Background: an optimization exercise with open tools, aiming at a short achievable clock period and few clock cycles per item. Do not read the settings as production practice.
RTL that was checked went through simulation tests only; none was proved equivalent to the original.
Power is estimated from default activity; no workload was simulated.

==> v17: inputs <==
## csma_ca_mac_controller
module csma_ca_mac_controller #(
  parameter int SUB_SLOTS = csma_pkg::SUB_SLOTS_DEF
) (
  input  logic                             clk,
  input  logic                             rst,
  input  logic                             in_valid,
  output logic                             in_ready,
  input  logic [csma_pkg::KIND_W-1:0]      kind,
  input  logic [csma_pkg::MED_W-1:0]       medium_req,
  input  logic                             fcs_ok,
  input  logic                             for_us,
  input  logic                             frame_is_ack,
  input  logic                             dest_broadcast,
  input  logic                             dest_multicast,
  input  logic [csma_pkg::ADDR_W-1:0]      source_address,
  input  logic [csma_pkg::DRAW_W-1:0]      random_draw,
  output logic                             out_valid,
  input  logic                             out_ready,
  output logic [csma_pkg::ACT_W-1:0]       action,
  output logic [csma_pkg::MST_W-1:0]       mac_state,
  output logic [csma_pkg::ADDR_W-1:0]      ack_destination,
  output logic                             want_frame,
  input  logic                             cfg_valid,
  output logic                             cfg_ready,
  input  logic [csma_pkg::CFG_IDX_W-1:0]   cfg_index,
  input  logic [csma_pkg::CFG_DATA_W-1:0]  cfg_data
);
clock: 11.0 ns
lec_check: 0
abc_clock_period_in_ps: 3000
cap_margin: 20
core_margin: 2
core_utilization: 40
slew_margin: 20
standard.sh (not shown) runs the stock make flow with config.mk's settings and CLKGATE_MAP_FILE= SYNTH_SCRIPT=/design/flow/synth_recipe.tcl, a recipe that flattens the netlist after the stock synthesis.
==> flow/flow/run.sh <==
#!/bin/bash
# Standard layout, with the timing repair aiming further below the clock period.
set -e
export SETUP_SLACK_MARGIN=7
bash standard.sh > standard_flow.log 2>&1
==> inputs of v5, as changes to v17 <==
--- a/flow/design.v
+++ b/flow/design.v
@@ -355,17 +355,17 @@
       RC_ZERO: rc_n = '0;
       RC_INC:  rc_n = rc + csma_pkg::RETRY_W'(1);
       default: rc_n = rc;
     endcase
   end
   logic                  ov0, ov1;
   logic [WW-1:0]         w0, w1, wn;
-  logic                  stall, commit, pop;
-  assign stall = div_last || (ptl && mst == csma_pkg::M_BACKOFF && i_kind == csma_pkg::K_TICK);
-  assign commit = irv && !ov1 && !stall;
+  logic                  commit, pop;
+  logic                  commit_r;
+  assign commit = commit_r;
   assign pop = ov0 && out_ready;
   assign wn = {act, st, send_ack ? ack_addr : csma_pkg::ADDR_W'(0), (st == csma_pkg::M_IDLE) && !n_held};
   assign div_start = commit && gen && !triv;
   assign div_cw = c_sel;
   assign div_draw = i_draw;
   always_ff @(posedge clk) begin
     if (rst) begin
@@ -387,28 +387,32 @@
         bl <= div_rem; blz <= div_rem_z; bl1 <= div_rem_1; pbl <= 1'b0;
       end
       if (ptl) begin
         tl <= TW'(div_rem); tz <= div_rem_z; t1 <= div_rem_1; ptl <= 1'b0;
       end
     end
   end
-  logic irv_n, ov1_n, ptl_nx, mst_bk_nx;
+  logic irv_n, ov1_n, ptl_nx, stall_nx;
   always_comb begin
     irv_n = (in_valid && in_ready_r) || (irv && !commit);
     if (ov1) ov1_n = !pop;
     else ov1_n = commit && ov0 && !pop;
     ptl_nx = commit ? ptl_n : (div_last ? 1'b0 : ptl);
+    stall_nx = div_last_next ||
+               (ptl_nx && (commit ? st : mst) == csma_pkg::M_BACKOFF &&
+                (in_ready_r ? kind : i_kind) == csma_pkg::K_TICK);
   end
   always_ff @(posedge clk) begin
     if (rst) begin
-      irv <= 1'b0; ov0 <= 1'b0; ov1 <= 1'b0; in_ready_r <= 1'b1;
+      irv <= 1'b0; ov0 <= 1'b0; ov1 <= 1'b0; in_ready_r <= 1'b1; commit_r <= 1'b0;
     end else begin
       irv <= irv_n;
       if (!ov0 || pop) ov0 <= ov1 || commit;
       ov1 <= ov1_n;
+      commit_r <= irv_n && !ov1_n && !stall_nx;
       in_ready_r <= !irv_n || (!ov1_n && !div_last_next && !ptl_nx);
     end
   end
   always_ff @(posedge clk) begin
     if (!ov0 || pop) w0 <= ov1 ? w1 : wn;
     if (!ov1) w1 <= wn;
   end
@@ -482,19 +486,22 @@
     rf2 = red8(s2, D2);
     trial = {r, q[csma_pkg::DRAW_W-1]};
     if (trial >= {1'b0, d_r}) r_next = DW'(trial - {1'b0, d_r});
     else r_next = trial[DW-1:0];
     if (ph == P_C) rem = sel2 ? DW'(rf2) : DW'(rf1);
     else rem = r_next;
   end
-  assign last = (ph == P_C) || (ph == P_IT && cnt == CNT_W'(1));
   assign last_next = (ph == P_B) || (ph == P_IT && cnt == CNT_W'(2));
   assign rem_z = (rem == '0);
   assign rem_1 = (rem == DW'(1));
   always_ff @(posedge clk) begin
+    if (rst) last <= 1'b0;
+    else last <= last_next;
+  end
+  always_ff @(posedge clk) begin
     if (rst) ph <= P_IDLE;
     else begin
       unique case (ph)
         P_IDLE: if (start) ph <= P_A;
         P_A: ph <= fast ? P_B : P_D;
         P_B: ph <= P_C;
         P_C: ph <= P_IDLE;
==> flow/flow/run.sh (replaced) <==
#!/bin/bash
# Standard layout, with the timing repair aiming further below the clock period.
set -e
export SETUP_SLACK_MARGIN=8
bash standard.sh > standard_flow.log 2>&1
==> summary of the runs <==
- Of v5 and v17, v5 has the higher hold slack (gap 1.4 ps).
- Between v5 and v17, the lower worst setup slack is in v17 (gap 250 ps).
- Of v5 and v17, v5 has the higher synthesized area (gap 0.98%, measured against v17).
- Non-clock buffer count: v5 is higher than v17 (204).
- Of v5 and v17, v5 has the higher clock skew (gap 7.4 ps).
- Between v17 and v5, the lower synthesized cell count is in v17 (gap 2.6%, measured against v5).
- In v5 the total power is larger than in v17, by about 40%.
Testbench counts of v5, summed over its fixed seeds: cycles 16,269, events 16,000.
Function not checked in v17: the RTL went through the layout flow alone.

* * *

==> trial 97: inputs <==
csma_ca_mac_controller, a different RTL version from the one above (not shown whole).
## csma_ca_mac_controller
module csma_ca_mac_controller #(
  parameter int SUB_SLOTS = csma_pkg::SUB_SLOTS_DEF
) (
  input  logic                             clk,
  input  logic                             rst,
  input  logic                             in_valid,
  output logic                             in_ready,
  input  logic [csma_pkg::KIND_W-1:0]      kind,
  input  logic [csma_pkg::MED_W-1:0]       medium_req,
  input  logic                             fcs_ok,
  input  logic                             for_us,
  input  logic                             frame_is_ack,
  input  logic                             dest_broadcast,
  input  logic                             dest_multicast,
  input  logic [csma_pkg::ADDR_W-1:0]      source_address,
  input  logic [csma_pkg::DRAW_W-1:0]      random_draw,
  output logic                             out_valid,
  input  logic                             out_ready,
  output logic [csma_pkg::ACT_W-1:0]       action,
  output logic [csma_pkg::MST_W-1:0]       mac_state,
  output logic [csma_pkg::ADDR_W-1:0]      ack_destination,
  output logic                             want_frame,
  input  logic                             cfg_valid,
  output logic                             cfg_ready,
  input  logic [csma_pkg::CFG_IDX_W-1:0]   cfg_index,
  input  logic [csma_pkg::CFG_DATA_W-1:0]  cfg_data
);
export LEC_CHECK = 0
export ABC_CLOCK_PERIOD_IN_PS = 3000
export CAP_MARGIN = 20
export CORE_MARGIN = 2
export CORE_UTILIZATION = 40
export CTS_CLUSTER_DIAMETER = 100
export CTS_CLUSTER_SIZE = 25
export SLEW_MARGIN = 20
create_clock -name core_clock -period 11.0 [get_ports {clk}]
==> flow/flow/run.sh <==
#!/bin/bash
# Standard layout, with the timing repair aiming further below the clock period.
set -e
export SETUP_SLACK_MARGIN=9
bash standard.sh > standard_flow.log 2>&1
==> build 60: changes against trial 97 <==
--- a/flow/design.v
+++ b/flow/design.v
@@ -517,129 +517,145 @@
     else w = full[csma_pkg::CW_W-1:0];
     if (w < csma_pkg::CW_W'(2)) w = csma_pkg::CW_W'(2);
     cw_clamp = w;
   endfunction
   localparam logic [2:0] P_IDLE = 3'd0, P_A = 3'd1, P_B = 3'd2, P_D = 3'd3, P_IT = 3'd4,
-                         P_K = 3'd5, P_F = 3'd6, P_R = 3'd7;
+                         P_K = 3'd5;
   logic [2:0]                    ph;
   logic                          kmc_r, sel4_r;
   logic [csma_pkg::RETRY_W-1:0]  krc_r;
-  logic [csma_pkg::CW_W-1:0]     cw_r, cwmin_r, cwmax_r, cwmc_r;
+  logic [csma_pkg::CW_W-1:0]     cw_r;
   logic [csma_pkg::CW_FULL_W-1:0] full_r;
   logic [csma_pkg::DRAW_W-1:0]   q;
-  logic [SW-1:0]                 c1a, c1b, c2a, c2b;    
+  logic [SW-1:0]                 s1, s2;
   logic [DW-1:0]                 d_r, r, d_a, d_b, d_c;
   logic [CNT_W-1:0]              cnt;
-  logic [8*KW-1:0] w1, w2;
+  logic [KW-1:0]   n1 [0:NNIB-1], n2 [0:NNIB-1];
+  logic [4*SW-1:0] w1, w2;
+  always_comb begin
+    for (int i = 0; i < NNIB; i++) begin
+      n1[i] = nib_tab(D1, i, draw_in[4*i +: 4]);
+      n2[i] = nib_tab(D2, i, draw_in[4*i +: 4]);
+    end
+  end
   always_ff @(posedge clk) begin
     if (cap) begin
-      for (int i = 0; i < NNIB; i++) begin
-        w1[KW*i +: KW] <= nib_tab(D1, i, draw_in[4*i +: 4]);
-        w2[KW*i +: KW] <= nib_tab(D2, i, draw_in[4*i +: 4]);
-      end
+      w1 <= csa8to4({n1[7], n1[6], n1[5], n1[4], n1[3], n1[2], n1[1], n1[0]});
+      w2 <= csa8to4({n2[7], n2[6], n2[5], n2[4], n2[3], n2[2], n2[1], n2[0]});
     end
   end
+  function automatic logic [SW-1:0] ks_add(input logic [SW-1:0] a, input logic [SW-1:0] b);
+    logic [SW-1:0] g, p, gg, pp, gn, pn;
+    g = a & b;
+    p = a ^ b;
+    gg = g; pp = p;
+    for (int d = 1; d < SW; d = d * 2) begin
+      gn = gg; pn = pp;
+      for (int i = d; i < SW; i++) begin
+        gn[i] = gg[i] | (pp[i] & gg[i - d]);
+        pn[i] = pp[i] & pp[i - d];
+      end
+      gg = gn; pp = pn;
+    end
+    ks_add = p ^ {gg[SW-2:0], 1'b0};
+  endfunction
   function automatic logic [2*SW-1:0] fa3(input logic [SW-1:0] x, input logic [SW-1:0] y,
                                           input logic [SW-1:0] z);
     fa3 = {x ^ y ^ z, ((x & y) | (x & z) | (y & z)) << 1};
   endfunction
-  function automatic logic [2*SW-1:0] csa8to2(input logic [8*KW-1:0] v);
+  function automatic logic [4*SW-1:0] csa8to4(input logic [8*KW-1:0] v);
     logic [SW-1:0] x [0:7];
-    logic [SW-1:0] a0, b0, a1, b1, a2, b2, a3, b3, a4, b4;
+    logic [SW-1:0] a0, b0, a1, b1, a2, b2, a3, b3;
     for (int i = 0; i < 8; i++) x[i] = SW'(v[KW*i +: KW]);
     {a0, b0} = fa3(x[0], x[1], x[2]);
     {a1, b1} = fa3(x[3], x[4], x[5]);
     {a2, b2} = fa3(a0, b0, a1);
     {a3, b3} = fa3(b1, x[6], x[7]);
-    {a4, b4} = fa3(a2, b2, a3);
-    csa8to2 = fa3(a4, b4, b3);
+    csa8to4 = {a2, b2, a3, b3};
   endfunction
-  localparam int XW = SW + 1;                  
-  function automatic logic [XW-1:0] ks_addx(input logic [XW-1:0] a, input logic [XW-1:0] b);
-    logic [XW-1:0] g, p, gg, pp, gn, pn;
-    g = a & b;
-    p = a ^ b;
-    gg = g; pp = p;
-    for (int d = 1; d < XW; d = d * 2) begin
-      gn = gg; pn = pp;
-      for (int i = d; i < XW; i++) begin
-        gn[i] = gg[i] | (pp[i] & gg[i - d]);
-        pn[i] = pp[i] & pp[i - d];
-      end
-      gg = gn; pp = pn;
-    end
-    ks_addx = p ^ {gg[XW-2:0], 1'b0};
+  function automatic logic [SW-1:0] sum4(input logic [4*SW-1:0] w);
+    logic [SW-1:0] a4, b4, a5, b5;
+    {a4, b4} = fa3(w[3*SW +: SW], w[2*SW +: SW], w[SW +: SW]);
+    {a5, b5} = fa3(a4, b4, w[0 +: SW]);
+    sum4 = ks_add(a5, b5);
   endfunction
-  function automatic logic [KW-1:0] red8cs(input logic [SW-1:0] a, input logic [SW-1:0] b,
-                                           input int d);
-    logic [XW-1:0] x, y, z, t;
+  function automatic logic [KW-1:0] red8(input logic [SW-1:0] s, input int d);
     logic [KW-1:0] res;
-    res = '0;
-    for (int m = 0; m < 8; m++) begin
-      x = XW'(a); y = XW'(b); z = XW'(-(m * d));
-      t = ks_addx(x ^ y ^ z, ((x & y) | (x & z) | (y & z)) << 1);
-      if (!t[XW-1]) res = t[KW-1:0];
-    end
-    red8cs = res;
+    res = s[KW-1:0];
+    for (int m = 1; m < 8; m++)
+      if (s >= SW'(m * d)) res = KW'(s - SW'(m * d));
+    red8 = res;
   endfunction
   logic [DW:0]    trial;
-  logic [DW-1:0]  r_next, r_fast;
+  logic [DW-1:0]  r_next;
   always_comb begin
     trial = {r, q[csma_pkg::DRAW_W-1]};
     if (trial >= {1'b0, d_r}) r_next = DW'(trial - {1'b0, d_r});
     else r_next = trial[DW-1:0];
-    r_fast = sel4_r ? DW'(red8cs(c2a, c2b, D2)) : DW'(red8cs(c1a, c1b, D1));
-    rem = r;
+    if (ph == P_IT) rem = r_next;
+    else if (sel4_r) rem = DW'(red8(s2, D2));
+    else rem = DW'(red8(s1, D1));
+  end
+  assign last_next = (start && fast) || (ph == P_IT && cnt == CNT_W'(2));
+  function automatic logic is_res(input logic [SW-1:0] s, input int d, input int k);
+    logic hit;
+    hit = 1'b0;
+    for (int m = 0; m < 8; m++) if (s == SW'(m * d + k)) hit = 1'b1;
+    is_res = hit;
+  endfunction
+  always_comb begin
+    if (ph == P_IT) begin
+      rem_z = (r_next == '0);
+      rem_1 = (r_next == DW'(1));
+    end else if (sel4_r) begin
+      rem_z = is_res(s2, D2, 0);
+      rem_1 = is_res(s2, D2, 1);
+    end else begin
+      rem_z = is_res(s1, D1, 0);
+      rem_1 = is_res(s1, D1, 1);
+    end
   end
-  assign last_next = (ph == P_R) || (ph == P_IT && cnt == CNT_W'(1));
-  assign rem_z = (r == '0);
-  assign rem_1 = (r == DW'(1));
   always_ff @(posedge clk) begin
     if (rst) last <= 1'b0;
     else last <= last_next;
   end
   always_ff @(posedge clk) begin
     if (rst) ph <= P_IDLE;
     else begin
       unique case (ph)
-        P_IDLE: if (start) ph <= fast ? P_R : P_K;
-        P_R: ph <= P_F;
+        P_IDLE: if (start && !fast) ph <= P_K;
         P_K: ph <= P_A;
         P_A: ph <= P_B;
         P_B: ph <= P_D;
         P_D: ph <= P_IT;
-        P_IT: if (cnt == CNT_W'(1)) ph <= P_F;
-        P_F: ph <= P_IDLE;
+        P_IT: if (cnt == CNT_W'(1)) ph <= P_IDLE;
         default: ph <= P_IDLE;
       endcase
     end
   end
   always_ff @(posedge clk) begin
     if (ph == P_IDLE) begin
       kmc_r <= kmc; krc_r <= krc; sel4_r <= sel4;
-      cwmin_r <= cw_min; cwmax_r <= cw_max; cwmc_r <= cw_mc;
       q <= draw;
     end else if (ph == P_IT) begin
       q <= q << 1;
     end
-    {c1a, c1b} <= csa8to2(w1);
-    {c2a, c2b} <= csa8to2(w2);
-    full_r <= (csma_pkg::CW_FULL_W'(cwmin_r) << krc_r) |
+    s1 <= sum4(w1);
+    s2 <= sum4(w2);
+    full_r <= (csma_pkg::CW_FULL_W'(cw_min) << krc_r) |
               ((csma_pkg::CW_FULL_W'(1) << krc_r) - csma_pkg::CW_FULL_W'(1));
-    if (kmc_r) cw_r <= (cwmc_r < csma_pkg::CW_W'(2)) ? csma_pkg::CW_W'(2) : cwmc_r;
-    else cw_r <= cw_clamp(full_r, cwmax_r);
+    if (kmc_r) cw_r <= (cw_mc < csma_pkg::CW_W'(2)) ? csma_pkg::CW_W'(2) : cw_mc;
+    else cw_r <= cw_clamp(full_r, cw_max);
     d_a <= DW'(cw_r) * DW'(SUB_SLOTS & ~7);
     d_c <= DW'(cw_r) * DW'(SUB_SLOTS & 7);
     d_b <= d_a + d_c - DW'(2 * SUB_SLOTS - 1);
     if (ph == P_D) begin
       r <= '0;
       cnt <= CNT_W'(csma_pkg::DRAW_W);
     end else if (ph == P_IT) begin
       r <= r_next;
       cnt <= cnt - CNT_W'(1);
-    end else if (ph == P_R) begin
-      r <= r_fast;
     end
   end
   assign d_r = d_b;
 endmodule
 module csma_ca_mac_controller #(
==> flow/flow/run.sh (replaced) <==
#!/bin/bash
# Standard layout, with the timing repair aiming further below the clock period.
set -e
export SETUP_SLACK_MARGIN=8
bash standard.sh > standard_flow.log 2>&1
Settings changed: CTS_CLUSTER_DIAMETER 100 to default, CTS_CLUSTER_SIZE 25 to default.
==> trial 83: changes against trial 97 <==
--- a/flow/design.v
+++ b/flow/design.v
@@ -517,43 +517,67 @@
     else w = full[csma_pkg::CW_W-1:0];
     if (w < csma_pkg::CW_W'(2)) w = csma_pkg::CW_W'(2);
     cw_clamp = w;
   endfunction
   localparam logic [2:0] P_IDLE = 3'd0, P_A = 3'd1, P_B = 3'd2, P_D = 3'd3, P_IT = 3'd4,
-                         P_K = 3'd5, P_F = 3'd6, P_R = 3'd7;
+                         P_K = 3'd5, P_F = 3'd6;
   logic [2:0]                    ph;
   logic                          kmc_r, sel4_r;
   logic [csma_pkg::RETRY_W-1:0]  krc_r;
-  logic [csma_pkg::CW_W-1:0]     cw_r, cwmin_r, cwmax_r, cwmc_r;
+  logic [csma_pkg::CW_W-1:0]     cw_r;
   logic [csma_pkg::CW_FULL_W-1:0] full_r;
   logic [csma_pkg::DRAW_W-1:0]   q;
   logic [SW-1:0]                 c1a, c1b, c2a, c2b;    
   logic [DW-1:0]                 d_r, r, d_a, d_b, d_c;
   logic [CNT_W-1:0]              cnt;
-  logic [8*KW-1:0] w1, w2;
+  logic [KW-1:0]   n1 [0:NNIB-1], n2 [0:NNIB-1];
+  logic [6*SW-1:0] w1, w2;
+  always_comb begin
+    for (int i = 0; i < NNIB; i++) begin
+      n1[i] = nib_tab(D1, i, draw_in[4*i +: 4]);
+      n2[i] = nib_tab(D2, i, draw_in[4*i +: 4]);
+    end
+  end
   always_ff @(posedge clk) begin
     if (cap) begin
-      for (int i = 0; i < NNIB; i++) begin
-        w1[KW*i +: KW] <= nib_tab(D1, i, draw_in[4*i +: 4]);
-        w2[KW*i +: KW] <= nib_tab(D2, i, draw_in[4*i +: 4]);
-      end
+      w1 <= csa8to6({n1[7], n1[6], n1[5], n1[4], n1[3], n1[2], n1[1], n1[0]});
+      w2 <= csa8to6({n2[7], n2[6], n2[5], n2[4], n2[3], n2[2], n2[1], n2[0]});
     end
   end
+  function automatic logic [SW-1:0] ks_add(input logic [SW-1:0] a, input logic [SW-1:0] b);
+    logic [SW-1:0] g, p, gg, pp, gn, pn;
+    g = a & b;
+    p = a ^ b;
+    gg = g; pp = p;
+    for (int d = 1; d < SW; d = d * 2) begin
+      gn = gg; pn = pp;
+      for (int i = d; i < SW; i++) begin
+        gn[i] = gg[i] | (pp[i] & gg[i - d]);
+        pn[i] = pp[i] & pp[i - d];
+      end
+      gg = gn; pp = pn;
+    end
+    ks_add = p ^ {gg[SW-2:0], 1'b0};
+  endfunction
   function automatic logic [2*SW-1:0] fa3(input logic [SW-1:0] x, input logic [SW-1:0] y,
                                           input logic [SW-1:0] z);
     fa3 = {x ^ y ^ z, ((x & y) | (x & z) | (y & z)) << 1};
   endfunction
-  function automatic logic [2*SW-1:0] csa8to2(input logic [8*KW-1:0] v);
+  function automatic logic [6*SW-1:0] csa8to6(input logic [8*KW-1:0] v);
     logic [SW-1:0] x [0:7];
-    logic [SW-1:0] a0, b0, a1, b1, a2, b2, a3, b3, a4, b4;
+    logic [SW-1:0] a0, b0, a1, b1;
     for (int i = 0; i < 8; i++) x[i] = SW'(v[KW*i +: KW]);
     {a0, b0} = fa3(x[0], x[1], x[2]);
     {a1, b1} = fa3(x[3], x[4], x[5]);
-    {a2, b2} = fa3(a0, b0, a1);
-    {a3, b3} = fa3(b1, x[6], x[7]);
+    csa8to6 = {a0, b0, a1, b1, x[6], x[7]};
+  endfunction
+  function automatic logic [2*SW-1:0] csa6to2(input logic [6*SW-1:0] w);
+    logic [SW-1:0] a2, b2, a3, b3, a4, b4;
+    {a2, b2} = fa3(w[5*SW +: SW], w[4*SW +: SW], w[3*SW +: SW]);
+    {a3, b3} = fa3(w[2*SW +: SW], w[SW +: SW], w[0 +: SW]);
     {a4, b4} = fa3(a2, b2, a3);
-    csa8to2 = fa3(a4, b4, b3);
+    csa6to2 = fa3(a4, b4, b3);
   endfunction
   localparam int XW = SW + 1;                  
   function automatic logic [XW-1:0] ks_addx(input logic [XW-1:0] a, input logic [XW-1:0] b);
     logic [XW-1:0] g, p, gg, pp, gn, pn;
     g = a & b;
@@ -580,31 +604,53 @@
       if (!t[XW-1]) res = t[KW-1:0];
     end
     red8cs = res;
   endfunction
   logic [DW:0]    trial;
-  logic [DW-1:0]  r_next, r_fast;
+  logic [DW-1:0]  r_next;
   always_comb begin
     trial = {r, q[csma_pkg::DRAW_W-1]};
     if (trial >= {1'b0, d_r}) r_next = DW'(trial - {1'b0, d_r});
     else r_next = trial[DW-1:0];
-    r_fast = sel4_r ? DW'(red8cs(c2a, c2b, D2)) : DW'(red8cs(c1a, c1b, D1));
-    rem = r;
+    if (ph == P_F) rem = r;
+    else if (sel4_r) rem = DW'(red8cs(c2a, c2b, D2));
+    else rem = DW'(red8cs(c1a, c1b, D1));
+  end
+  assign last_next = (start && fast) || (ph == P_IT && cnt == CNT_W'(1));
+  function automatic logic sum_is(input logic [SW-1:0] a, input logic [SW-1:0] b, input int k);
+    logic [SW-1:0] kk;
+    kk = SW'(k);
+    sum_is = ((a ^ b ^ kk) == (((a & b) | ((a ^ b) & ~kk)) << 1));
+  endfunction
+  function automatic logic is_res(input logic [SW-1:0] a, input logic [SW-1:0] b,
+                                  input int d, input int k);
+    logic hit;
+    hit = 1'b0;
+    for (int m = 0; m < 8; m++) if (sum_is(a, b, m * d + k)) hit = 1'b1;
+    is_res = hit;
+  endfunction
+  always_comb begin
+    if (ph == P_F) begin
+      rem_z = (r == '0);
+      rem_1 = (r == DW'(1));
+    end else if (sel4_r) begin
+      rem_z = is_res(c2a, c2b, D2, 0);
+      rem_1 = is_res(c2a, c2b, D2, 1);
+    end else begin
+      rem_z = is_res(c1a, c1b, D1, 0);
+      rem_1 = is_res(c1a, c1b, D1, 1);
+    end
   end
-  assign last_next = (ph == P_R) || (ph == P_IT && cnt == CNT_W'(1));
-  assign rem_z = (r == '0);
-  assign rem_1 = (r == DW'(1));
   always_ff @(posedge clk) begin
     if (rst) last <= 1'b0;
     else last <= last_next;
   end
   always_ff @(posedge clk) begin
     if (rst) ph <= P_IDLE;
     else begin
       unique case (ph)
-        P_IDLE: if (start) ph <= fast ? P_R : P_K;
-        P_R: ph <= P_F;
+        P_IDLE: if (start && !fast) ph <= P_K;
         P_K: ph <= P_A;
         P_A: ph <= P_B;
         P_B: ph <= P_D;
         P_D: ph <= P_IT;
         P_IT: if (cnt == CNT_W'(1)) ph <= P_F;
@@ -614,32 +660,29 @@
     end
   end
   always_ff @(posedge clk) begin
     if (ph == P_IDLE) begin
       kmc_r <= kmc; krc_r <= krc; sel4_r <= sel4;
-      cwmin_r <= cw_min; cwmax_r <= cw_max; cwmc_r <= cw_mc;
       q <= draw;
     end else if (ph == P_IT) begin
       q <= q << 1;
     end
-    {c1a, c1b} <= csa8to2(w1);
-    {c2a, c2b} <= csa8to2(w2);
-    full_r <= (csma_pkg::CW_FULL_W'(cwmin_r) << krc_r) |
+    {c1a, c1b} <= csa6to2(w1);
+    {c2a, c2b} <= csa6to2(w2);
+    full_r <= (csma_pkg::CW_FULL_W'(cw_min) << krc_r) |
               ((csma_pkg::CW_FULL_W'(1) << krc_r) - csma_pkg::CW_FULL_W'(1));
-    if (kmc_r) cw_r <= (cwmc_r < csma_pkg::CW_W'(2)) ? csma_pkg::CW_W'(2) : cwmc_r;
-    else cw_r <= cw_clamp(full_r, cwmax_r);
+    if (kmc_r) cw_r <= (cw_mc < csma_pkg::CW_W'(2)) ? csma_pkg::CW_W'(2) : cw_mc;
+    else cw_r <= cw_clamp(full_r, cw_max);
     d_a <= DW'(cw_r) * DW'(SUB_SLOTS & ~7);
     d_c <= DW'(cw_r) * DW'(SUB_SLOTS & 7);
     d_b <= d_a + d_c - DW'(2 * SUB_SLOTS - 1);
     if (ph == P_D) begin
       r <= '0;
       cnt <= CNT_W'(csma_pkg::DRAW_W);
     end else if (ph == P_IT) begin
       r <= r_next;
       cnt <= cnt - CNT_W'(1);
-    end else if (ph == P_R) begin
-      r <= r_fast;
     end
   end
   assign d_r = d_b;
 endmodule
 module csma_ca_mac_controller #(
==> flow/flow/run.sh (replaced) <==
#!/bin/bash
# Standard layout, with the timing repair aiming further below the clock period.
set -e
export SETUP_SLACK_MARGIN=8
bash standard.sh > standard_flow.log 2>&1
Settings changed: CTS_CLUSTER_DIAMETER 100 to default, CTS_CLUSTER_SIZE 25 to default.
==> run notes <==
Build 60 finished with timing, DRC and antenna clean. Trial 97 finished clean. Trial 83 went through all stages and came out clean.
The highest total power belongs to trial 83, the lowest to build 60.
The highest setup slack belongs to trial 97, the lowest to build 60.
Core utilization: trial 97 > trial 83 > build 60.
Between trial 83 and trial 97, the lower synthesized cell count is in trial 83 (gap about 1.2%, measured against trial 97).
In build 60 the cell count is smaller than in trial 83, by 7.8%.
Count of clock-buffer cells in the layout: trial 83 > build 60 > trial 97.
Between trial 97 and trial 83, the lower clock power is in trial 97 (gap 43%, measured against trial 83).
Against trial 97, the global-route usage of build 60 is lower by 1.7 points.
Combinational power: build 60 is lower than trial 97 (about 60%).
Fmax, highest first: trial 97, trial 83, build 60.
Testbench counts of trial 97, summed over its fixed seeds: cycles 16,197, events 16,000.
For build 60 and trial 83, only the layout was checked, not whether the RTL still works.

[static timing again, ports no longer ideal]
The results above use ideal ports. As a check the final layouts listed here were re-extracted and re-timed, cells and wires unchanged. Step 1 sets driving cells, clkbuf_16 on the clock port and buf_2 on the other inputs (assumed; they add their load-dependent delay and slew). Step 2 times the ports against the registers' clock, not the clock port: input delays grow and output delays shrink by t, the midpoint of the rising clock arrivals with the driver on. a / b / c = ideal ports / drivers / drivers and shift; a / b = the first two.
| run | t (ns) | setup WS [ns] | worst hold slack (ns) | worst setup path after step 2 |
|---|---|---|---|---|
| v17 | 0.726 | 6.907 / 6.907 / 6.704 | 0.320 / 0.320 / 0.320 | input to register |
| v5 | 0.721 | 7.159 / 7.159 / 6.699 | 0.321 / 0.321 / 0.321 | input to register |
| trial 97 | 0.669 | 7.634 / 7.562 / 7.310 | 0.378 / 0.378 / 0.378 | input to register |
| build 60 | 0.712 | 7.283 / 7.289 / 6.578 | 0.361 / 0.361 / 0.361 | input to register |
| trial 83 | 0.702 | 7.506 / 7.506 / 6.949 | 0.386 / 0.386 / 0.386 | input to register |
After both steps every run listed still meets setup and hold. For build 60, which loses most, drivers alone change the setup slack by +0.006 ns; drivers and shift together by -0.705 ns.
